Background: an optimization exercise with open tools, aiming at small area. Do not read the settings as production practice. In this exercise RTL edits were held to simulation tests only and were not proved equivalent to the original. Power and IR drop assume default switching activity. No driver is modelled on the clock port, so clocking that relies on it looks cheaper here than on a real chip.

--- flow/design.v ---
module inst_buffer #(
    parameter int WAY   = 2,
    parameter int DEPTH = 8,
    parameter int PTR_W = $clog2(DEPTH),
    parameter int NW    = $clog2(WAY + 1),
    parameter int PKT_W = 130
) (
    input  logic                 clock,
    input  logic                 reset,
    input  logic                 flush_i,
    input  logic [WAY*PKT_W-1:0] if_packet_i,
    input  logic [NW-1:0]        if_valid_num_i,
    output logic [PTR_W:0]       buffer_free_o,
    input  logic [NW-1:0]        id_ready_num_i,
    output logic [WAY*PKT_W-1:0] id_packet_o,
    output logic [NW-1:0]        id_valid_num_o
);
    localparam int DW = PKT_W - 1;
    logic [7:0] head_q;    
    logic [2:0] tail_q;    
    logic [3:0] cnt_q;
    logic [1:0] vo, dq, enq;
    always_comb begin
        if (flush_i)            vo = 2'd0;
        else if (cnt_q >= 4'd2) vo = 2'd2;
        else                    vo = cnt_q[1:0];
        dq = (id_ready_num_i < vo) ? id_ready_num_i : vo;
        if (flush_i)            enq = 2'd0;
        else if (cnt_q <= 4'd6) enq = if_valid_num_i;
        else if (cnt_q == 4'd7) enq = (if_valid_num_i != 2'd0) ? 2'd1 : 2'd0;
        else                    enq = 2'd0;
    end
    function automatic logic [7:0] rot(input logic [7:0] v, input logic [1:0] n);
        case (n)
            2'd1:    rot = {v[6:0], v[7]};
            2'd2:    rot = {v[5:0], v[7:6]};
            default: rot = v;
        endcase
    endfunction
    always_ff @(posedge clock or posedge reset) begin
        if (reset) begin
            head_q <= 8'd1;
            tail_q <= 3'd0;
            cnt_q  <= '0;
        end else if (flush_i) begin
            head_q <= 8'd1;
            tail_q <= 3'd0;
            cnt_q  <= '0;
        end else begin
            head_q <= rot(head_q, dq);
            tail_q <= tail_q + 3'(enq);
            cnt_q  <= cnt_q + 4'(enq) - 4'(dq);
        end
    end
    assign id_valid_num_o = vo;
    assign buffer_free_o  = 4'd8 - cnt_q;
    logic [DW-1:0] in0, in1;
    assign in0 = if_packet_i[0 +: DW];
    assign in1 = if_packet_i[PKT_W +: DW];
    logic [DW-1:0] bank0 [4];
    logic [DW-1:0] bank1 [4];
    logic [DW-1:0] wd0, wd1;
    logic          t_odd, h_odd;
    assign t_odd = tail_q[0];
    assign h_odd = head_q[1] | head_q[3] | head_q[5] | head_q[7];
    assign wd0 = ~(t_odd ? in1 : in0);
    assign wd1 = ~(t_odd ? in0 : in1);
    logic [7:0] we, t_oh;
    always_comb
        for (int e = 0; e < 8; e++) t_oh[e] = (tail_q == 3'(e));
    assign we = ((enq != 2'd0) ? t_oh : 8'd0)
              | ((enq == 2'd2) ? {t_oh[6:0], t_oh[7]} : 8'd0);
    always_ff @(posedge clock) begin
        for (int r = 0; r < 4; r++) begin
            if (we[2*r])   bank0[r] <= wd0;
            if (we[2*r+1]) bank1[r] <= wd1;
        end
    end
    logic [3:0] s0, s1;
    always_comb begin
        for (int r = 0; r < 4; r++) begin
            s0[r] = head_q[2*r] | head_q[(2*r+7)%8];
            s1[r] = head_q[2*r] | head_q[2*r+1];
        end
    end
    logic [DW-1:0] x0, x1;
    always_comb begin
        x0 = '0;
        x1 = '0;
        for (int r = 0; r < 4; r++) begin
            x0 = x0 | (bank0[r] & {DW{s0[r]}});
            x1 = x1 | (bank1[r] & {DW{s1[r]}});
        end
    end
    assign id_packet_o[0 +: DW]     = ~(h_odd ? x1 : x0);
    assign id_packet_o[PKT_W +: DW] = ~(h_odd ? x0 : x1);
    assign id_packet_o[DW]          = (vo != 2'd0);
    assign id_packet_o[PKT_W + DW]  = (vo == 2'd2);
endmodule
module inst_buffer_top (
    input  logic         clock,
    input  logic         reset,
    input  logic         flush_i,
    input  logic [259:0] if_packet_i,
    input  logic [1:0]   if_valid_num_i,
    input  logic [1:0]   id_ready_num_i,
    output logic [3:0]   buffer_free_o,
    output logic [259:0] id_packet_o,
    output logic [1:0]   id_valid_num_o
);
    inst_buffer #(.WAY(2), .DEPTH(8)) u_buf (
        .clock          (clock),
        .reset          (reset),
        .flush_i        (flush_i),
        .if_packet_i    (if_packet_i),
        .if_valid_num_i (if_valid_num_i),
        .buffer_free_o  (buffer_free_o),
        .id_ready_num_i (id_ready_num_i),
        .id_packet_o    (id_packet_o),
        .id_valid_num_o (id_valid_num_o)
    );
endmodule
--- flow/standard.sh ---
#!/bin/bash
# synth_recipe.tcl (not shown) runs the flow's synth.tcl, then flattens the netlist and writes it again
# the make line also repeats each setting of config.mk as NAME=value (left out here)
make -C /OpenROAD-flow-scripts/flow DESIGN_CONFIG=/design/flow/config.mk WORK_HOME=/design/flow/orfs CLKGATE_MAP_FILE= SYNTH_SCRIPT=/design/flow/synth_recipe.tcl "${@:-finish}"
--- flow/flow/run.sh ---
#!/bin/bash
# Standard layout (the standard.sh), with two changes:
#  - the port buffers are made from the smallest buffer cell, buf_1;
#  - clock tree synthesis clusters up to 25 sinks per leaf buffer and
#    inserts no dummy loads.
export BUFFER_PORTS_ARGS="-buffer_cell sky130_fd_sc_hd__buf_1"
export CTS_ARGS="-sink_clustering_enable -repair_clock_nets -dont_use_dummy_load -sink_clustering_size 25 -sink_clustering_max_diameter 100"
bash standard.sh > standard.log 2>&1
--- flow/config.mk ---
export PLATFORM = sky130hd
export DESIGN_NAME = inst_buffer_top
export DESIGN_NICKNAME = inst_buffer_top
export VERILOG_FILES = /design/flow/design.v
export SDC_FILE = /design/flow/constraint.sdc
export NUM_CORES = 4
export LEC_CHECK = 0
export CAP_MARGIN = 20
export CORE_MARGIN = 2
export CORE_UTILIZATION = 80
export SLEW_MARGIN = 20
--- flow/constraint.sdc ---
create_clock -name core_clock -period 6.0 [get_ports {clock}]
set_input_delay 1.2000 -clock core_clock [delete_from_list [all_inputs] [get_ports {clock}]]
set_output_delay 1.2000 -clock core_clock [all_outputs]
set_load 0.01 [all_outputs]
==> flow_metrics.env, run 1 <==
export IMPL_synth_cells=2930
export IMPL_timing_slew_headroom=0.216
export IMPL_final_setup_tns_ps=0
export IMPL_synth_fp_nets=3212
export IMPL_fin_cells=4066
export IMPL_grt_util_all_layers=0.430
export IMPL_synth_area_top_cells="edfxtp_1 72%, a22oi_1 9.0%, mux2i_1 6.0%"
export IMPL_grt_pass1_vias=29800
export IMPL_crit_type="register to primary output"
export IMPL_maxCapViolations=0
export IMPL_path_clk_slew_ps=100
export IMPL_die_height_um=236
export IMPL_tightest_slew_ps=1180
export IMPL_yosys_top_cells_count="1,032 x edfxtp_1, 516 x a22oi_1, 272 x nand2_1, 262 x nand3_1, 259 x o21ai_0"
export IMPL_row_count=85
export IMPL_post_synth_top_count_cell="edfxtp_1"
export IMPL_gp_congestion=0.814
export IMPL_htree_levels=2
export IMPL_hp_class="input pin to asynchronous set/reset pin"
export IMPL_layout_nets=3628
export IMPL_run_status="no timing/DRC/antenna violations"
export IMPL_initial_core_util=0.805
export IMPL_finalSetupViolCount=0
export IMPL_drt_wl_total_um=121000
export IMPL_path_buf_inv=2
export IMPL_crit_arrival_ps=3740
export IMPL_cts_root_buffer="clkbuf_16"
export IMPL_p_leak_nw=15.3
export IMPL_final_antenna_net_count=0
export IMPL_min_period_ps=4940
export IMPL_final_area_mm2=0.0470
export IMPL_total_power_mw=21.1
export IMPL_drtIter0Drc=4674
export IMPL_dp_cells=3993
export IMPL_drv_slew=0
export IMPL_clkLatencyLatePin_ps=620
export IMPL_numCtsBuffers=47
export IMPL_timing_fmax_ghz=0.202
export IMPL_max_clock_path_buffers=3
export IMPL_cts_hold_buf=0
export IMPL_wl_per_cell_um=29.9
export IMPL_slowest_stage="buf_4"
export IMPL_antenna_found_initial=38
export IMPL_synth_area_mm2=0.0431
export IMPL_io_buffers=530
export IMPL_drt_pass1_iterations=8
export IMPL_grt_max_degree=162
export IMPL_power_density_mw_per_mm2=449
export IMPL_syn2layout_area_growth_pct=9.04
export IMPL_fp_dieW_um=236
export IMPL_synth_cell_types=43
export IMPL_postCtsSetupBuffers=0
export IMPL_required_ps=4800
export IMPL_synth_top_area_cell="edfxtp_1"
export IMPL_async_flop_share=0.0143
export IMPL_peakVddDrop_v=0.000516
export IMPL_yosysTopAreaCellShare=0.719
export IMPL_endpoint_kind="primary output"
export IMPL_synth_ff_type="edfxtp_1"
export IMPL_path_cells="nor4_2 -> buf_4 -> o21ai_0 -> buf_1"
export IMPL_vias=30100
export IMPL_placed_cell_area_mm2=0.0457
export IMPL_max_stage_delay_ps=920
export IMPL_reg2reg_slack_ps=2140
export IMPL_ios=533
export IMPL_period_share=0.823
export IMPL_synth_edf_count=1032
export IMPL_cts_tree="yes"
export IMPL_grt_pass1_wl_um=177000
export IMPL_grt_overflow=0
export IMPL_ys_warnings_count=3
export IMPL_viasPerCell=7.41
export IMPL_crit_family="buffers and inverters"
export IMPL_worstSetupStartpointType="register"
export IMPL_finClkSkew_ps=14.4
export IMPL_dieArea_mm2=0.0557
export IMPL_hold_viol_final=0
export IMPL_drive_above_1_share=0.0341
export IMPL_cts_sinks=1047
export IMPL_core_area_mm2=0.0535
export IMPL_synth_area_per_cell_um2=14.7
export IMPL_ys_seq_area_frac=0.728
export IMPL_drc_errors=0
export IMPL_rsz0062_at_grt="no"
export IMPL_ctsResizeCount=0
export IMPL_hpwlAfterDp_um=70000
export IMPL_cp_max_fo=120
export IMPL_synth_seq_cells=1047
[report_power, final]
| group | switching, mW | internal, mW | leakage, nW |
|---|---|---|---|
| sequential | 0.237 | 9.02 | 9.57 |
| combinational | 6.03 | 2.32 | 5.14 |
| clock | 2.07 | 1.41 | 0.579 |
| total | 8.34 | 12.7 | 15.3 |
[logic make-up after synthesis]
logic type,Yosys count,synth area share
DFF,1047,0.728
adders and majority gates,15,0.00488
muxes,258,0.0599
xor gates and xnor gates,6,0.00122
buffers and inverters,222,0.0211
and+or+nand+nor,579,0.0602
AOI/OAI and AO/OA,803,0.125
[area by class of cell]
class                      count  area [um2]
sequential                  1047       31400
multi-input combinational   1661       10900
fill                        2301        6510
timing repair buffer         574        2520
clock buffer                  47        1180
tap                          696         871
antenna                       26        65.1
inverter                      15        56.3
[worst paths after layout]
path                                 start         endpoint  depth (start not counted)
setup reg to reg            u_buf.cnt_q[0]   u_buf.cnt_q[2]                         15
hold / removal                       reset   u_buf.cnt_q[2]                          2
setup / recovery           u_buf.head_q[3]  id_packet_o[83]                          4
min in group core_clock    u_buf.head_q[2]  u_buf.head_q[2]                          2
max in group asynchronous            reset  u_buf.tail_q[0]                          2
hold reg to reg            u_buf.head_q[2]  u_buf.head_q[2]                          2
[flip-flops by register name, indices dropped and copies added (netlist names)]
signal	count
u_buf.bank0	516
u_buf.bank1	516
u_buf.cnt_q	4
u_buf.head_q	8
u_buf.tail_q	3
[metrics by stage]
step,utilization,setup WS (ps),hold WS [ps]
after CTS,0.877,1340,632
final,0.878,1060,628
after global routing,0.878,993,669
after floorplan,-,-1900,535
after detailed placement,0.855,1360,578
after global placement,0.855,1530,560
[placed cells by master (no fill, tap or decap), types with 3 or more instances in the layout]
| cell | count |
|---|---|
| clkbuf_16 | 47 |
| a22oi_1 | 516 |
| ha_1 | 12 |
| diode_2 | 26 |
| edfxtp_1 | 1032 |
| buf_12 | 16 |
| inv_1 | 15 |
| fa_1 | 3 |
| dfrtp_1 | 13 |
| buf_4 | 28 |
| o21ai_0 | 259 |
| mux2i_1 | 258 |
| nand2b_1 | 3 |
| nor2b_1 | 8 |
| nand2_1 | 272 |
| xnor2_1 | 4 |
| a21oi_1 | 8 |
| buf_1 | 530 |
| nor2_1 | 9 |
| a31oi_1 | 5 |
| nand3_1 | 262 |
| or2_4 | 8 |
[metal layers]
metal | track usage | wire (um) | up-vias
met5 | 0 | 223 | -
met4 | 0.237 | 7030 | 32
met3 | 0.126 | 17700 | 493
met2 | 0.679 | 57900 | 2695
met1 | 0.544 | 38600 | 14500
li1 | - | - | 12400
==> run 2: changes to the inputs <==
--- a/flow/config.mk
+++ b/flow/config.mk
@@ -7,5 +7,5 @@
 export LEC_CHECK = 0
 export CAP_MARGIN = 20
 export CORE_MARGIN = 2
-export CORE_UTILIZATION = 80
+export CORE_UTILIZATION = 70
 export SLEW_MARGIN = 20
==> flow_metrics.env, run 2 <==
export IMPL_p_leak_nw=15.3
export IMPL_final_common_cell="edfxtp_1"
export IMPL_hp_class="register to register"
export IMPL_drt_pass1_iterations=6
export IMPL_grt_max_degree=130
export IMPL_synth_cells=2930
export IMPL_max_clock_path_buffers=3
export IMPL_max_stage_delay_ps=980
export IMPL_dieArea_mm2=0.0636
export IMPL_yosysTopAreaCellShare=0.719
export IMPL_grt_overflow=0
export IMPL_reg2reg_slack_ps=2190
export IMPL_core_area_mm2=0.0606
export IMPL_crit_type="register to primary output"
export IMPL_worstSetupStartpointType="register"
export IMPL_grt_pass1_wl_um=167000
export IMPL_crit_arrival_ps=3440
export IMPL_final_cell_mix="1,032 x edfxtp_1, 530 x buf_1, 516 x a22oi_1"
export IMPL_crit_start="u_buf.head_q[3]"
export IMPL_cts_tree="yes"
export IMPL_cp_max_fo=116
export IMPL_finClkSkew_ps=37.1
export IMPL_gp_congestion=0.836
export IMPL_timing_slew_headroom=0.175
export IMPL_largestRegisters="u_buf.bank0: 516 flops, u_buf.bank1: 516 flops, u_buf.head_q: 8 flops"
export IMPL_r2r_end="u_buf.cnt_q[2]"
export IMPL_ys_warnings_count=3
export IMPL_clockPowerShare=0.166
export IMPL_row_count=90
export IMPL_hold_viol_final=0
export IMPL_synth_area_mm2=0.0431
export IMPL_final_area_mm2=0.0471
export IMPL_fin_ws_ps=1360
export IMPL_ctsResizeCount=0
export IMPL_final_antenna_net_count=0
export IMPL_peakVddDrop_v=0.000477
export IMPL_r2r_cells=15
export IMPL_path_clk_slew_ps=90
export IMPL_vias=28700
export IMPL_synth_seq_cells=1047
export IMPL_placed_cell_area_mm2=0.0459
export IMPL_syn2layout_area_growth_pct=9.37
export IMPL_cts_sinks=1047
export IMPL_timing_rr_start="u_buf.cnt_q[0]"
export IMPL_rsz0062_at_grt="no"
export IMPL_dp_slack_ps=1460
export IMPL_finalSetupViolCount=0
export IMPL_wl_per_cell_um=27.8
export IMPL_synth_fp_nets=3212
export IMPL_path_cells="nor4_2 -> buf_12 -> buf_12 -> nand3_1 -> o21ai_0 -> buf_1"
export IMPL_drt_wl_total_um=115000
export IMPL_drive_above_1_share=0.0338
export IMPL_ys_seq_area_frac=0.728
export IMPL_yosys_top_cells_count="1,032 x edfxtp_1, 516 x a22oi_1, 272 x nand2_1, 262 x nand3_1, 259 x o21ai_0"
export IMPL_synth_ff_type="edfxtp_1"
export IMPL_switching_share=0.387
export IMPL_htree_levels=2
export IMPL_combPwrFrac=0.390
export IMPL_synth_area_per_cell_um2=14.7
export IMPL_numCtsBuffers=47
export IMPL_area_sequential_mm2=0.0314
export IMPL_io_buffers=530
export IMPL_clkLatencyLatePin_ps=640
export IMPL_synth_edf_count=1032
export IMPL_timing_fmax_ghz=0.215
export IMPL_run_status="no timing/DRC/antenna violations"
export IMPL_drv_slew=0
export IMPL_drc_errors=0
export IMPL_slowest_stage="nor4_2"
export IMPL_async_flop_share=0.0143
export IMPL_ios=533
export IMPL_multi_input_area_mm2=0.0109
export IMPL_die_height_um=252
export IMPL_crit_path_frequent_cell="buf_12"
export IMPL_hpwlAfterDp_um=67100
export IMPL_cts_root_buffer="clkbuf_16"
export IMPL_fillers=3586
export IMPL_min_period_ps=4640
export IMPL_viasPerCell=6.92
export IMPL_grt_pass1_vias=28100
export IMPL_initial_core_util=0.711
export IMPL_layout_nets=3627
export IMPL_synth_area_top_cells="edfxtp_1 72%, a22oi_1 9.0%, mux2i_1 6.0%"
export IMPL_seq_power_share=0.443
export IMPL_cts_hold_buf=0
export IMPL_critPathCapture="id_packet_o[196]"
export IMPL_period_share=0.774
export IMPL_post_synth_top_count_cell="edfxtp_1"
export IMPL_utilization=0.778
export IMPL_synth_top_area_cell="edfxtp_1"
export IMPL_power_density_mw_per_mm2=442
export IMPL_required_ps=4800
export IMPL_postCtsSetupBuffers=0
export IMPL_antenna_found_initial=33
export IMPL_endpoint_kind="primary output"
export IMPL_fp_dieW_um=252
export IMPL_maxCapViolations=0
export IMPL_synth_cell_types=43
export IMPL_drtIter0Drc=3974
export IMPL_grt_util_all_layers=0.354
export IMPL_tightest_slew_ps=1240
export IMPL_power_switching_mw=8.05
export IMPL_p_int_mw=12.8
[run 2: cell count changes in the layout (fill, tap and decap cells not counted), sizes merged]
cell / change
diode: -3
buf: -1
[run 2: layout make-up]
class / count / area share
Multi-Input combinational cell: 1661 / 0.232
Inverter: 15 / 0.00119
Sequential cell: 1047 / 0.666
Tap cell: 782 / 0.0208
Clock buffer: 47 / 0.0250
Timing Repair Buffer: 573 / 0.0544
Antenna cell: 23 / 0.00122
[run 2: worst min path at each step]
stage | depth (start not counted) | slack (ps) | to | startpoint
after floorplan | 2 | 530 | u_buf.head_q[2] | u_buf.head_q[2]
after global placement | 2 | 580 | u_buf.head_q[2] | u_buf.head_q[2]
after detailed placement | 2 | 580 | u_buf.head_q[2] | u_buf.head_q[2]
after CTS | 2 | 590 | u_buf.head_q[2] | u_buf.head_q[2]
after global routing | 2 | 630 | u_buf.head_q[2] | u_buf.head_q[2]
final | 2 | 590 | u_buf.head_q[2] | u_buf.head_q[2]
[run 2: cell families (layout without fill, tap and decap cells)]
| kind of cell | count (synthesis) | in the layout | synth area share |
|---|---|---|---|
| xor+xnor | 6 | 6 | 0.00122 |
| other cells | 0 | 23 | 0 |
| compound gates | 803 | 803 | 0.125 |
| simple gates | 579 | 579 | 0.0602 |
| mux | 258 | 258 | 0.0599 |
| buf+inv | 222 | 635 | 0.0211 |
| flops | 1047 | 1047 | 0.728 |
| fa+ha+maj | 15 | 15 | 0.00488 |
[run 2: metal layers]
metal,vias to the layer above,GRT usage,part of all wire
met5,-,0,0.0016
met3,276,0.0818,0.11
met4,28,0.153,0.039
met1,14300,0.468,0.36
li1,12400,-,-
met2,1670,0.572,0.48
[run 2: critical path: cells and delay by family, from the launching register on]
kind / cells / cell delay [ps]
AO/OA/AOI/OAI: 1 / 180
buffers and inverters: 3 / 920
flip-flops: 1 / 470
AND/OR/NAND/NOR: 2 / 1110
[run 2: stage by stage]
stage	TNS [ps]	hold WS (ps)	total power [mW]	std cells
final	0	592	20.8	4148
after global routing	0	633	21.7	4139
after CTS	0	592	20.7	4125
after detailed placement	0	577	17.4	4078
after global placement	0	576	17.1	4078
after floorplan	-853670	535	14.3	2930
[run 2: power groups by stage]
| stage | sequential (mW) | clock (mW) | combinational [mW] |
|---|---|---|---|
| 6_report | 9.24 | 3.46 | 8.14 |
| 5_1_grt | 9.28 | 3.71 | 8.71 |
| 4_1_cts | 9.23 | 3.47 | 8.02 |
| 3_5_place_dp | 9.39 | 0 | 7.98 |
| 3_3_place_gp | 9.35 | 0 | 7.77 |
| 2_1_floorplan | 9.37 | 0 | 4.89 |
==> run 3: changes to the inputs <==
==> flow/flow/run.sh (replaced) <==
#!/bin/bash
# Standard layout (the standard.sh), with these changes:
#  - the port buffers are made from the smallest buffer cell, buf_1;
#  - placement-time buffering (timing-driven global placement and
#    repair_design) may not use the large buffers and inverters listed in
#    small_buffers.tcl, so fanout trees are built from buf_2/buf_4;
#  - clock tree synthesis clusters up to 30 sinks per leaf buffer and
#    inserts no dummy loads.
here=$(pwd)
export BUFFER_PORTS_ARGS="-buffer_cell sky130_fd_sc_hd__buf_1"
export PRE_GLOBAL_PLACE_TCL=$here/flow/small_buffers.tcl
export PRE_RESIZE_TCL=$here/flow/small_buffers.tcl
export CTS_ARGS="-sink_clustering_enable -repair_clock_nets -dont_use_dummy_load -sink_clustering_size 30 -sink_clustering_max_diameter 100"
bash standard.sh > standard.log 2>&1
==> flow/flow/small_buffers.tcl (new file) <==
set_dont_use {sky130_fd_sc_hd__buf_6 sky130_fd_sc_hd__buf_8 sky130_fd_sc_hd__buf_12 sky130_fd_sc_hd__buf_16 sky130_fd_sc_hd__bufbuf_8 sky130_fd_sc_hd__bufbuf_16 sky130_fd_sc_hd__clkbuf_8 sky130_fd_sc_hd__clkbuf_16 sky130_fd_sc_hd__bufinv_8 sky130_fd_sc_hd__bufinv_16 sky130_fd_sc_hd__inv_8 sky130_fd_sc_hd__inv_12 sky130_fd_sc_hd__inv_16 sky130_fd_sc_hd__clkinv_8 sky130_fd_sc_hd__clkinv_16 sky130_fd_sc_hd__clkdlybuf4s*}
==> flow_metrics.env, run 3 <==
export IMPL_fillers=3624
export IMPL_max_stage_delay_ps=870
export IMPL_dieArea_mm2=0.0636
export IMPL_final_antenna_net_count=0
export IMPL_max_clock_path_buffers=3
export IMPL_die_height_um=252
export IMPL_synth_ff_type="edfxtp_1"
export IMPL_layout_nets=3669
export IMPL_period_share=0.793
export IMPL_htree_levels=2
export IMPL_io_buffers=530
export IMPL_worstSetupStartpointType="register"
export IMPL_synth_area_top_cells="edfxtp_1 72%, a22oi_1 9.0%, mux2i_1 6.0%"
export IMPL_rsz0062_at_grt="no"
export IMPL_maxCapViolations=0
export IMPL_synth_fp_nets=3212
export IMPL_grt_pass1_vias=28000
export IMPL_grt_max_degree=100
export IMPL_final_setup_tns_ps=0
export IMPL_synth_cell_types=43
export IMPL_cts_root_buffer="clkbuf_16"
export IMPL_gp_congestion=0.854
export IMPL_dr_wl_met3_um=13200
export IMPL_drt_pass1_iterations=8
export IMPL_p_leak_nw=15.3
export IMPL_cts_sinks=1047
export IMPL_final_common_cell="edfxtp_1"
export IMPL_drv_slew=0
export IMPL_tightest_slew_ps=1160
export IMPL_power_density_mw_per_mm2=440
export IMPL_row_count=90
export IMPL_fin_ws_ps=1240
export IMPL_dp_cells=4127
export IMPL_crit_family="buffers and inverters"
export IMPL_fp_dieW_um=252
export IMPL_core_area_mm2=0.0606
export IMPL_drtIter0Drc=3831
export IMPL_synth_seq_cells=1047
export IMPL_endpoint_kind="primary output"
export IMPL_wl_met2_um=55900
export IMPL_largestRegisters="u_buf.bank0: 516 flops, u_buf.bank1: 516 flops, u_buf.head_q: 8 flops"
export IMPL_run_status="no timing/DRC/antenna violations"
export IMPL_cts_tree="yes"
export IMPL_post_synth_top_count_cell="edfxtp_1"
export IMPL_finClkSkew_ps=13.8
export IMPL_vias=28800
export IMPL_slowest_stage="buf_1"
export IMPL_numCtsBuffers=40
export IMPL_cts_hold_buf=0
export IMPL_grt_overflow=0
export IMPL_min_period_ps=4760
export IMPL_wl_met1_um=42100
export IMPL_ys_warnings_count=3
export IMPL_yosysTopAreaCellShare=0.719
export IMPL_top_layer="met5"
export IMPL_ios=533
export IMPL_drt_wl_total_um=116000
export IMPL_timing_fmax_ghz=0.210
export IMPL_crit_arrival_ps=3560
export IMPL_multi_input_area_mm2=0.0109
export IMPL_path_buf_inv=2
export IMPL_wl_per_cell_um=27.8
export IMPL_path_cells="or2_4 -> buf_1 -> a22oi_1 -> nand3_1 -> o21ai_0 -> buf_1"
export IMPL_viasPerCell=6.90
export IMPL_hold_viol_final=0
export IMPL_grt_pass1_wl_um=168000
export IMPL_timing_slew_headroom=0.227
export IMPL_synth_area_per_cell_um2=14.7
export IMPL_ctsResizeCount=0
export IMPL_hp_class="register to register"
export IMPL_fin_cells=4171
export IMPL_synth_top_area_cell="edfxtp_1"
export IMPL_drc_errors=0
export IMPL_area_sequential_mm2=0.0314
export IMPL_drive_above_1_share=0.0411
export IMPL_synth_area_mm2=0.0431
export IMPL_cp_max_fo=56
export IMPL_synth_cells=2930
export IMPL_ys_seq_area_frac=0.728
export IMPL_yosys_top_cells_count="1,032 x edfxtp_1, 516 x a22oi_1, 272 x nand2_1, 262 x nand3_1, 259 x o21ai_0"
export IMPL_crit_path_frequent_cell="buf_1"
export IMPL_async_flop_share=0.0143
export IMPL_dp_slack_ps=1430
export IMPL_path_clk_slew_ps=110
export IMPL_final_cell_mix="1,032 x edfxtp_1, 546 x buf_1, 516 x a22oi_1"
export IMPL_postCtsSetupBuffers=0
export IMPL_hpwlAfterDp_um=74200
export IMPL_clkLatencyLatePin_ps=620
export IMPL_grt_util_all_layers=0.358
export IMPL_utilization=0.774
export IMPL_initial_core_util=0.711
export IMPL_finalSetupViolCount=0
export IMPL_crit_type="register to primary output"
export IMPL_antenna_found_initial=10
export IMPL_syn2layout_area_growth_pct=8.80
export IMPL_required_ps=4800
export IMPL_peakVddDrop_v=0.000376
export IMPL_synth_edf_count=1032
run 3: final timing paths:
| path | from | endpoint | slack (ps) | depth (start not counted) |
|---|---|---|---|---|
| max | u_buf.head_q[5] | id_packet_o[229] | 1240 | 6 |
| min | u_buf.head_q[2] | u_buf.head_q[2] | 590 | 2 |
| max reg2reg | u_buf.cnt_q[0] | u_buf.cnt_q[2] | 2130 | 15 |
| min reg2reg | u_buf.head_q[2] | u_buf.head_q[2] | 590 | 2 |
| max in group asynchronous | reset | u_buf.tail_q[0] | 4930 | 2 |
| min in group asynchronous | reset | u_buf.cnt_q[3] | 620 | 2 |
run 3: per-layer routing:
metal,vias to the layer above,track usage
li1,12500,-
met1,14200,0.480
met2,1819,0.579
met3,241,0.0767
met4,12,0.147
met5,-,0
run 3: per-stage QoR:
stage          power, mW  area, um2  hold slack [ps]
6_report            20.6      46900              593
5_1_grt             21.5      46900              640
4_1_cts             20.5      46900              599
3_5_place_dp        17.4      45900              578
3_3_place_gp        17.2      45900              578
2_1_floorplan       14.3      43100              535
run 3: logic make-up (layout without fill, tap and decap cells):
group / after synthesis / in the layout / synth area share
AOI/OAI and AO/OA: 803 / 803 / 0.125
xor gates and xnor gates: 6 / 6 / 0.00122
adders and majority gates: 15 / 15 / 0.00488
buffers and inverters: 222 / 677 / 0.0211
DFF: 1047 / 1047 / 0.728
muxes: 258 / 258 / 0.0599
other: 0 / 4 / 0
and+or+nand+nor: 579 / 579 / 0.0602
run 3: worst register-to-register path, delay by kind of cell (launching register included):
kind | cells | cell delay [ps]
AOI/OAI and AO/OA | 1 | 310
xor gates and xnor gates | 1 | 160
adders and majority gates | 5 | 1260
buffers and inverters | 4 | 440
DFF | 1 | 490
and+or+nand+nor | 4 | 1090
run 3: cell type report:
| cell class | count | area share |
|---|---|---|
| Sequential cell | 1047 | 0.669 |
| Multi-Input combinational cell | 1661 | 0.233 |
| Timing Repair Buffer | 622 | 0.0542 |
| Clock buffer | 40 | 0.0214 |
| Tap cell | 782 | 0.0209 |
| Inverter | 15 | 0.00120 |
| Antenna cell | 4 | 0.000214 |
run 3: power breakdown:
part	switching, mW	internal [mW]
logic	5.88	2.30
clock network	2.00	1.21
registers	0.224	9.01
total	8.10	12.5
==> run 4: changes to the inputs <==
--- a/flow/flow/run.sh
+++ b/flow/flow/run.sh
@@ -1,12 +1,22 @@
 #!/bin/bash
-# Standard layout (the standard.sh), with these changes:
+# Standard layout (the standard.sh, including its synthesis script),
+# with these changes:
+#  - ABC maps the logic with flow/abc_map.script, ORFS's speed script
+#    without its buffering and sizing passes (the 6 ns clock leaves plenty
+#    of slack); ORFS's scripts are copied to ./scripts with only that file
+#    replaced, and SCRIPTS_DIR points there;
 #  - the port buffers are made from the smallest buffer cell, buf_1;
 #  - placement-time buffering (timing-driven global placement and
 #    repair_design) may not use the large buffers and inverters listed in
 #    small_buffers.tcl, so fanout trees are built from buf_2/buf_4;
 #  - clock tree synthesis clusters up to 30 sinks per leaf buffer and
 #    inserts no dummy loads.
+set -e
 here=$(pwd)
+rm -rf scripts
+cp -r "$FLOW_HOME/scripts" scripts
+cp flow/abc_map.script scripts/abc_speed.script
+export SCRIPTS_DIR=$here/scripts
 export BUFFER_PORTS_ARGS="-buffer_cell sky130_fd_sc_hd__buf_1"
 export PRE_GLOBAL_PLACE_TCL=$here/flow/small_buffers.tcl
 export PRE_RESIZE_TCL=$here/flow/small_buffers.tcl
==> flow/flow/abc_map.script (new file) <==
&get -n
&st
&syn2
&dch
&nf
&put
==> flow_metrics.env, run 4 <==
export IMPL_seq_power_share=0.461
export IMPL_cts_sinks=1047
export IMPL_maxCapViolations=0
export IMPL_run_status="no timing/DRC/antenna violations"
export IMPL_io_buffers=530
export IMPL_path_clk_slew_ps=100
export IMPL_numCtsBuffers=40
export IMPL_switching_share=0.380
export IMPL_cts_hold_buf=0
export IMPL_synth_top_area_cell="edfxtp_1"
export IMPL_yosysTopAreaCellShare=0.748
export IMPL_required_ps=4800
export IMPL_fin_ws_ps=1150
export IMPL_syn2layout_area_growth_pct=11.4
export IMPL_ctsResizeCount=0
export IMPL_row_count=89
export IMPL_synth_edf_count=1032
export IMPL_drc_errors=0
export IMPL_p_int_mw=12.4
export IMPL_hold_viol_final=0
export IMPL_dp_slack_ps=1400
export IMPL_hpwlAfterDp_um=70100
export IMPL_synth_area_top_cells="edfxtp_1 75%, mux2i_1 6.4%, a222oi_1 6.2%"
export IMPL_synth_area_per_cell_um2=16.1
export IMPL_dieArea_mm2=0.0611
export IMPL_reg2reg_slack_ps=2140
export IMPL_finClkSkew_ps=18.7
export IMPL_viasPerCell=6.77
export IMPL_synth_seq_cells=1047
export IMPL_grt_overflow=0
export IMPL_synth_area_mm2=0.0414
export IMPL_drt_wl_total_um=106000
export IMPL_synth_cells=2580
export IMPL_combPwrFrac=0.381
export IMPL_timing_slew_headroom=0.319
export IMPL_hp_class="register to register"
export IMPL_drive_above_1_share=0.0445
export IMPL_utilization=0.785
export IMPL_synth_fp_nets=2862
export IMPL_grt_util_all_layers=0.338
export IMPL_final_cell_mix="1,032 x edfxtp_1, 556 x buf_1, 393 x nand2_1"
export IMPL_ys_warnings_count=3
export IMPL_p_leak_nw=15.1
export IMPL_largestRegisters="u_buf.bank0: 516 flops, u_buf.bank1: 516 flops, u_buf.head_q: 8 flops"
export IMPL_final_common_cell="edfxtp_1"
export IMPL_fp_dieW_um=247
export IMPL_htree_levels=2
export IMPL_power_switching_mw=7.61
export IMPL_clockPowerShare=0.159
export IMPL_cts_tree="yes"
export IMPL_postCtsSetupBuffers=0
export IMPL_crit_arrival_ps=3650
export IMPL_layout_nets=3545
export IMPL_drv_slew=0
export IMPL_dp_cells=3994
export IMPL_vias=27400
export IMPL_yosys_top_cells_count="1,032 x edfxtp_1, 393 x nand2_1, 265 x mux2i_1, 258 x a222oi_1, 212 x a21oi_1"
export IMPL_core_area_mm2=0.0588
export IMPL_tightest_slew_ps=1020
export IMPL_gp_congestion=0.904
export IMPL_grt_max_degree=110
export IMPL_ys_seq_area_frac=0.757
export IMPL_rsz0062_at_grt="no"
export IMPL_finalSetupViolCount=0
export IMPL_wl_per_cell_um=26.1
export IMPL_timing_fmax_ghz=0.206
export IMPL_worstSetupStartpointType="register"
export IMPL_ios=533
export IMPL_max_clock_path_buffers=3
export IMPL_initial_core_util=0.705
export IMPL_min_period_ps=4850
export IMPL_fillers=3344
export IMPL_cts_root_buffer="clkbuf_16"
export IMPL_grt_pass1_wl_um=152000
export IMPL_grt_pass1_vias=25800
export IMPL_endpoint_kind="primary output"
export IMPL_fin_cells=4043
export IMPL_power_density_mw_per_mm2=434
export IMPL_holdWs_ps=501
export IMPL_post_synth_top_count_cell="edfxtp_1"
export IMPL_drt_pass1_iterations=13
export IMPL_clkLatencyLatePin_ps=610
export IMPL_crit_type="register to primary output"
export IMPL_period_share=0.808
export IMPL_total_power_mw=20.0
export IMPL_synth_ff_type="edfxtp_1"
export IMPL_cp_max_fo=49
export IMPL_async_flop_share=0.0143
export IMPL_synth_cell_types=33
export IMPL_peakVddDrop_v=0.000539
export IMPL_antenna_found_initial=10
export IMPL_final_antenna_net_count=0
export IMPL_drtIter0Drc=3948
export IMPL_die_height_um=247
-- run 4: path summary, 6_finish.rpt --
kind	from	endpoint	depth (start not counted)
max in group asynchronous	reset	u_buf.head_q[0]	2
min	u_buf.head_q[0]	u_buf.head_q[0]	2
min in group asynchronous	reset	u_buf.cnt_q[3]	2
min reg2reg	u_buf.head_q[0]	u_buf.head_q[0]	2
max reg2reg	u_buf.cnt_q[3]	u_buf.bank0[2][7]	8
max	u_buf.head_q[3]	id_packet_o[197]	7
-- run 4: logic make-up after synthesis --
family / Yosys count / synth area share
muxes: 266 / 0.0643
adders and majority gates: 15 / 0.00507
xor gates and xnor gates: 5 / 0.00106
buffers and inverters: 16 / 0.00154
AOI/OAI and AO/OA: 669 / 0.116
DFF: 1047 / 0.757
and+or+nand+nor: 562 / 0.0547
-- run 4: critical path, cell delays in order (launching register included) --
cell and delay, ps:
dfrtp_1 470, or2_4 540, buf_4 400, a222oi_1 450, a21boi_0 670, nor2_1 100, a21oi_1 150, buf_1 170
-- run 4: area by class of cell --
| cell class | count | area (um2) | area share |
|---|---|---|---|
| multi-input combinational | 1517 | 10100 | 0.219 |
| inverter | 15 | 56.3 | 0.00122 |
| tap | 773 | 967 | 0.0210 |
| clock buffer | 40 | 1000 | 0.0217 |
| timing repair buffer | 642 | 2630 | 0.0569 |
| sequential | 1047 | 31400 | 0.680 |
| antenna | 9 | 22.5 | 0.000488 |
-- run 4: through the flow --
stage / TNS, ps / cell area, um2
finish: 0 / 46200
global route: 0 / 46200
CTS: 0 / 46100
detailed placement: 0 / 45100
global placement: 0 / 45100
floorplan: -2906760 / 41500
-- run 4: power groups by stage --
stage / Clock, mW / Combinational, mW / Sequential, mW
2_1_floorplan: 0 / 4.69 / 9.50
3_3_place_gp: 0 / 7.35 / 9.35
3_5_place_dp: 0 / 7.52 / 9.39
4_1_cts: 3.19 / 7.56 / 9.22
5_1_grt: 3.42 / 8.29 / 9.28
6_report: 3.18 / 7.62 / 9.23
-- run 4: metal layers --
layer  GRT usage  wire (um)  vias up
li1            -          -    12000
met1       0.461      37900    13400
met2       0.553      52500     1689
met3      0.0599      11600      192
met4       0.127       3510        6
met5           0         43        -
==> run 5: changes to the inputs <==
--- a/flow/design.v
+++ b/flow/design.v
@@ -16,55 +16,52 @@
     output logic [NW-1:0]        id_valid_num_o
 );
     localparam int DW = PKT_W - 1;
-    logic [7:0] head_q;    
+    logic       h_odd_q;   
+    logic [3:0] h_row_q;   
     logic [2:0] tail_q;    
-    logic [3:0] cnt_q;
+    logic [3:0] free_q;    
     logic [1:0] vo, dq, enq;
+    logic       h_carry;
     always_comb begin
-        if (flush_i)            vo = 2'd0;
-        else if (cnt_q >= 4'd2) vo = 2'd2;
-        else                    vo = cnt_q[1:0];
+        if (flush_i)             vo = 2'd0;
+        else if (free_q[3])      vo = 2'd0;
+        else if (free_q == 4'd7) vo = 2'd1;
+        else                     vo = 2'd2;
         dq = (id_ready_num_i < vo) ? id_ready_num_i : vo;
-        if (flush_i)            enq = 2'd0;
-        else if (cnt_q <= 4'd6) enq = if_valid_num_i;
-        else if (cnt_q == 4'd7) enq = (if_valid_num_i != 2'd0) ? 2'd1 : 2'd0;
-        else                    enq = 2'd0;
+        if (flush_i)              enq = 2'd0;
+        else if (free_q >= 4'd2)  enq = if_valid_num_i;
+        else if (free_q == 4'd1)  enq = (if_valid_num_i != 2'd0) ? 2'd1 : 2'd0;
+        else                      enq = 2'd0;
+        h_carry = dq[1] | (dq[0] & h_odd_q);
     end
-    function automatic logic [7:0] rot(input logic [7:0] v, input logic [1:0] n);
-        case (n)
-            2'd1:    rot = {v[6:0], v[7]};
-            2'd2:    rot = {v[5:0], v[7:6]};
-            default: rot = v;
-        endcase
-    endfunction
     always_ff @(posedge clock or posedge reset) begin
         if (reset) begin
-            head_q <= 8'd1;
-            tail_q <= 3'd0;
-            cnt_q  <= '0;
+            h_odd_q <= 1'b0;
+            h_row_q <= 4'd1;
+            tail_q  <= 3'd0;
+            free_q  <= 4'd8;
         end else if (flush_i) begin
-            head_q <= 8'd1;
-            tail_q <= 3'd0;
-            cnt_q  <= '0;
+            h_odd_q <= 1'b0;
+            h_row_q <= 4'd1;
+            tail_q  <= 3'd0;
+            free_q  <= 4'd8;
         end else begin
-            head_q <= rot(head_q, dq);
-            tail_q <= tail_q + 3'(enq);
-            cnt_q  <= cnt_q + 4'(enq) - 4'(dq);
+            h_odd_q <= h_odd_q ^ dq[0];
+            h_row_q <= h_carry ? {h_row_q[2:0], h_row_q[3]} : h_row_q;
+            tail_q  <= tail_q + 3'(enq);
+            free_q  <= free_q - 4'(enq) + 4'(dq);
         end
     end
     assign id_valid_num_o = vo;
-    assign buffer_free_o  = 4'd8 - cnt_q;
+    assign buffer_free_o  = free_q;
     logic [DW-1:0] in0, in1;
     assign in0 = if_packet_i[0 +: DW];
     assign in1 = if_packet_i[PKT_W +: DW];
     logic [DW-1:0] bank0 [4];
     logic [DW-1:0] bank1 [4];
     logic [DW-1:0] wd0, wd1;
-    logic          t_odd, h_odd;
-    assign t_odd = tail_q[0];
-    assign h_odd = head_q[1] | head_q[3] | head_q[5] | head_q[7];
-    assign wd0 = ~(t_odd ? in1 : in0);
-    assign wd1 = ~(t_odd ? in0 : in1);
+    assign wd0 = ~(tail_q[0] ? in1 : in0);
+    assign wd1 = ~(tail_q[0] ? in0 : in1);
     logic [7:0] we, t_oh;
     always_comb
         for (int e = 0; e < 8; e++) t_oh[e] = (tail_q == 3'(e));
@@ -77,12 +74,8 @@
         end
     end
     logic [3:0] s0, s1;
-    always_comb begin
-        for (int r = 0; r < 4; r++) begin
-            s0[r] = head_q[2*r] | head_q[(2*r+7)%8];
-            s1[r] = head_q[2*r] | head_q[2*r+1];
-        end
-    end
+    assign s1 = h_row_q;
+    assign s0 = h_odd_q ? {h_row_q[2:0], h_row_q[3]} : h_row_q;
     logic [DW-1:0] x0, x1;
     always_comb begin
         x0 = '0;
@@ -92,8 +85,8 @@
             x1 = x1 | (bank1[r] & {DW{s1[r]}});
         end
     end
-    assign id_packet_o[0 +: DW]     = ~(h_odd ? x1 : x0);
-    assign id_packet_o[PKT_W +: DW] = ~(h_odd ? x0 : x1);
+    assign id_packet_o[0 +: DW]     = ~(h_odd_q ? x1 : x0);
+    assign id_packet_o[PKT_W +: DW] = ~(h_odd_q ? x0 : x1);
     assign id_packet_o[DW]          = (vo != 2'd0);
     assign id_packet_o[PKT_W + DW]  = (vo == 2'd2);
 endmodule
==> flow_metrics.env, run 5 <==
export IMPL_path_cells="mux2_4 -> buf_4 -> buf_4 -> a222oi_1 -> nand2_1 -> o21ai_0 -> buf_1"
export IMPL_vias=26900
export IMPL_die_height_um=247
export IMPL_power_density_mw_per_mm2=388
export IMPL_period_share=0.886
export IMPL_grt_max_degree=117
export IMPL_synth_fp_nets=2826
export IMPL_wl_per_cell_um=26.2
export IMPL_synth_seq_cells=1044
export IMPL_grt_pass1_vias=25600
export IMPL_gp_congestion=0.863
export IMPL_timing_slew_headroom=0.251
export IMPL_synth_cells=2546
export IMPL_dieArea_mm2=0.0609
export IMPL_synth_edf_count=1032
export IMPL_synth_area_per_cell_um2=16.2
export IMPL_fin_ws_ps=685
export IMPL_antenna_found_initial=14
export IMPL_dp_slack_ps=1380
export IMPL_numCtsBuffers=40
export IMPL_clkLatencyLatePin_ps=620
export IMPL_drtIter0Drc=4132
export IMPL_crit_cells=7
export IMPL_timing_fmax_ghz=0.188
export IMPL_worstSetupStartpointType="register"
export IMPL_post_synth_top_count_cell="edfxtp_1"
export IMPL_cp_max_fo=75
export IMPL_p_leak_nw=14.4
export IMPL_peakVddDrop_v=0.000327
export IMPL_tightest_slew_ps=1120
export IMPL_postCtsSetupBuffers=0
export IMPL_hp_class="input pin to asynchronous set/reset pin"
export IMPL_final_cell_mix="1,032 x edfxtp_1, 538 x buf_1, 390 x nand2_1"
export IMPL_max_clock_path_buffers=3
export IMPL_viasPerCell=6.79
export IMPL_path_buf_inv=3
export IMPL_cts_root_buffer="clkbuf_16"
export IMPL_required_ps=4800
export IMPL_final_antenna_net_count=0
export IMPL_crit_family="buffers and inverters"
export IMPL_cts_tree="yes"
export IMPL_syn2layout_area_growth_pct=11.1
export IMPL_drv_slew=0
export IMPL_drc_errors=0
export IMPL_hpwlAfterDp_um=66400
export IMPL_reg2reg_slack_ps=2210
export IMPL_final_common_cell="edfxtp_1"
export IMPL_grt_util_all_layers=0.336
export IMPL_ctsResizeCount=0
export IMPL_finalSetupViolCount=0
export IMPL_min_period_ps=5310
export IMPL_crit_arrival_ps=4110
export IMPL_io_buffers=530
export IMPL_rsz0062_at_grt="no"
export IMPL_ios=533
export IMPL_synth_area_top_cells="edfxtp_1 75%, a222oi_1 6.3%, mux2i_1 6.3%"
export IMPL_maxCapViolations=0
export IMPL_ys_seq_area_frac=0.759
export IMPL_layout_nets=3468
export IMPL_synth_area_mm2=0.0412
export IMPL_grt_pass1_wl_um=151000
export IMPL_cts_sinks=1044
export IMPL_slowest_stage="dfrtp_4"
export IMPL_htree_levels=2
export IMPL_synth_top_area_cell="edfxtp_1"
export IMPL_async_flop_share=0.0115
export IMPL_hold_viol_final=0
export IMPL_synth_ff_type="edfxtp_1"
export IMPL_core_area_mm2=0.0580
export IMPL_crit_type="register to primary output"
export IMPL_path_clk_slew_ps=110
export IMPL_cts_hold_buf=0
export IMPL_crit_path_frequent_cell="buf_4"
export IMPL_total_power_mw=17.8
export IMPL_r2r_cells=5
export IMPL_row_count=88
export IMPL_drt_pass1_iterations=13
export IMPL_crit_start="u_buf.h_row_q[3]"
export IMPL_yosys_top_cells_count="1,032 x edfxtp_1, 390 x nand2_1, 258 x a222oi_1, 258 x mux2i_1, 142 x nor2_1"
export IMPL_run_status="no timing/DRC/antenna violations"
export IMPL_largestRegisters="u_buf.bank0: 516 flops, u_buf.bank1: 516 flops"
export IMPL_ys_warnings_count=3
export IMPL_finClkSkew_ps=32.4
export IMPL_max_stage_delay_ps=1060
export IMPL_timing_rr_start="u_buf.tail_q[0]"
export IMPL_endpoint_kind="primary output"
export IMPL_synth_cell_types=31
export IMPL_grt_overflow=0
export IMPL_fp_dieW_um=247
export IMPL_drive_above_1_share=0.0386
export IMPL_holdWs_ps=512
export IMPL_yosysTopAreaCellShare=0.751
export IMPL_initial_core_util=0.711
export IMPL_drt_wl_total_um=104000
[run 5: cell count changes after synthesis, moves of 5 or more]
| cell | change |
|---|---|
| a21boi_0 | +81 |
| a21oi_1 | -81 |
| nand3_1 | -79 |
| nor2_1 | +78 |
| o2bb2ai_1 | -8 |
| mux2i_1 | -7 |
| or2_0 | -7 |
| clkinv_1 | -5 |
[run 5: per-stage QoR]
stage / utilization / instances / setup TNS (ps) / cell area (um2)
after global placement: 0.771 / 3909 / 0 / 44700
after CTS: 0.788 / 3950 / 0 / 45700
after floorplan: - / 2546 / -598390 / 41300
after global routing: 0.789 / 3961 / 0 / 45800
after detailed placement: 0.771 / 3910 / 0 / 44700
final: 0.790 / 3964 / 0 / 45800
[run 5: worst paths after layout]
| kind | end |
|---|---|
| setup reg to reg | u_buf.bank0[3][34] |
| min in group core_clock | u_buf.free_q[3] |
| max in group asynchronous | u_buf.h_row_q[0] |
| hold reg to reg | u_buf.free_q[3] |
| hold / removal | u_buf.tail_q[0] |
| setup / recovery | id_packet_o[4] |
[run 5: cell families after synthesis]
| kind of cell | synth area share |
|---|---|
| buf+inv | 0.000910 |
| fa+ha+maj | 0.00449 |
| simple gates | 0.0520 |
| flops | 0.759 |
| mux | 0.0640 |
| compound gates | 0.119 |
| xor+xnor | 0.000425 |
[run 5: area by class of cell]
cell class	instances	area [um2]
antenna	13	32.5
inverter	10	37.5
fill	3380	12200
multi-input combinational	1492	10000
sequential	1044	31300
tap	765	957
clock buffer	40	1000
timing repair buffer	600	2450
[run 5: where the power goes]
part	switching [mW]	internal, mW	leakage, nW
combinational	3.76	1.68	4.36
sequential	0.306	8.85	9.50
clock	1.97	1.21	0.493
[run 5: layer usage]
layer / GRT usage / vias up / part of all wire
met5: 0 / - / 0.00062
met4: 0.118 / 10 / 0.033
met3: 0.0487 / 177 / 0.11
met2: 0.550 / 1727 / 0.49
met1: 0.471 / 13200 / 0.36
li1: - / 11800 / -
[run 5: worst reg2reg max path, delay by kind of cell, from the launching register on]
kind / cells / cell delay (ps)
buffers and inverters: 2 / 810
DFF: 1 / 950
muxes: 1 / 320
and+or+nand+nor: 2 / 1350

[what the ideal ports hide]
The results above use ideal ports. As a check the final layouts listed here were re-extracted and re-timed, cells and wires unchanged. Step 1 assumes that a clkbuf_16 drives the clock port and a buf_2 every other input. Step 2 times the ports against the registers' clock, not the clock port: input delays grow and output delays shrink by t, the midpoint of the rising clock arrivals with the driver on. Slacks: ideal ports / drivers / drivers and shift; pairs: ideal ports / drivers.
run	t (ns)	setup slack, ns	clock arrival spread, ns
run 1	0.685	1.060 / 0.992 / 1.294	0.016 / 0.016
run 2	0.680	1.356 / 1.291 / 1.408	0.044 / 0.044
run 3	0.675	1.244 / 1.173 / 1.366	0.026 / 0.025
run 4	0.675	1.152 / 1.087 / 1.362	0.027 / 0.027
run 5	0.665	0.685 / 0.618 / 1.283	0.036 / 0.036
After both steps setup and hold are still met in every run listed.
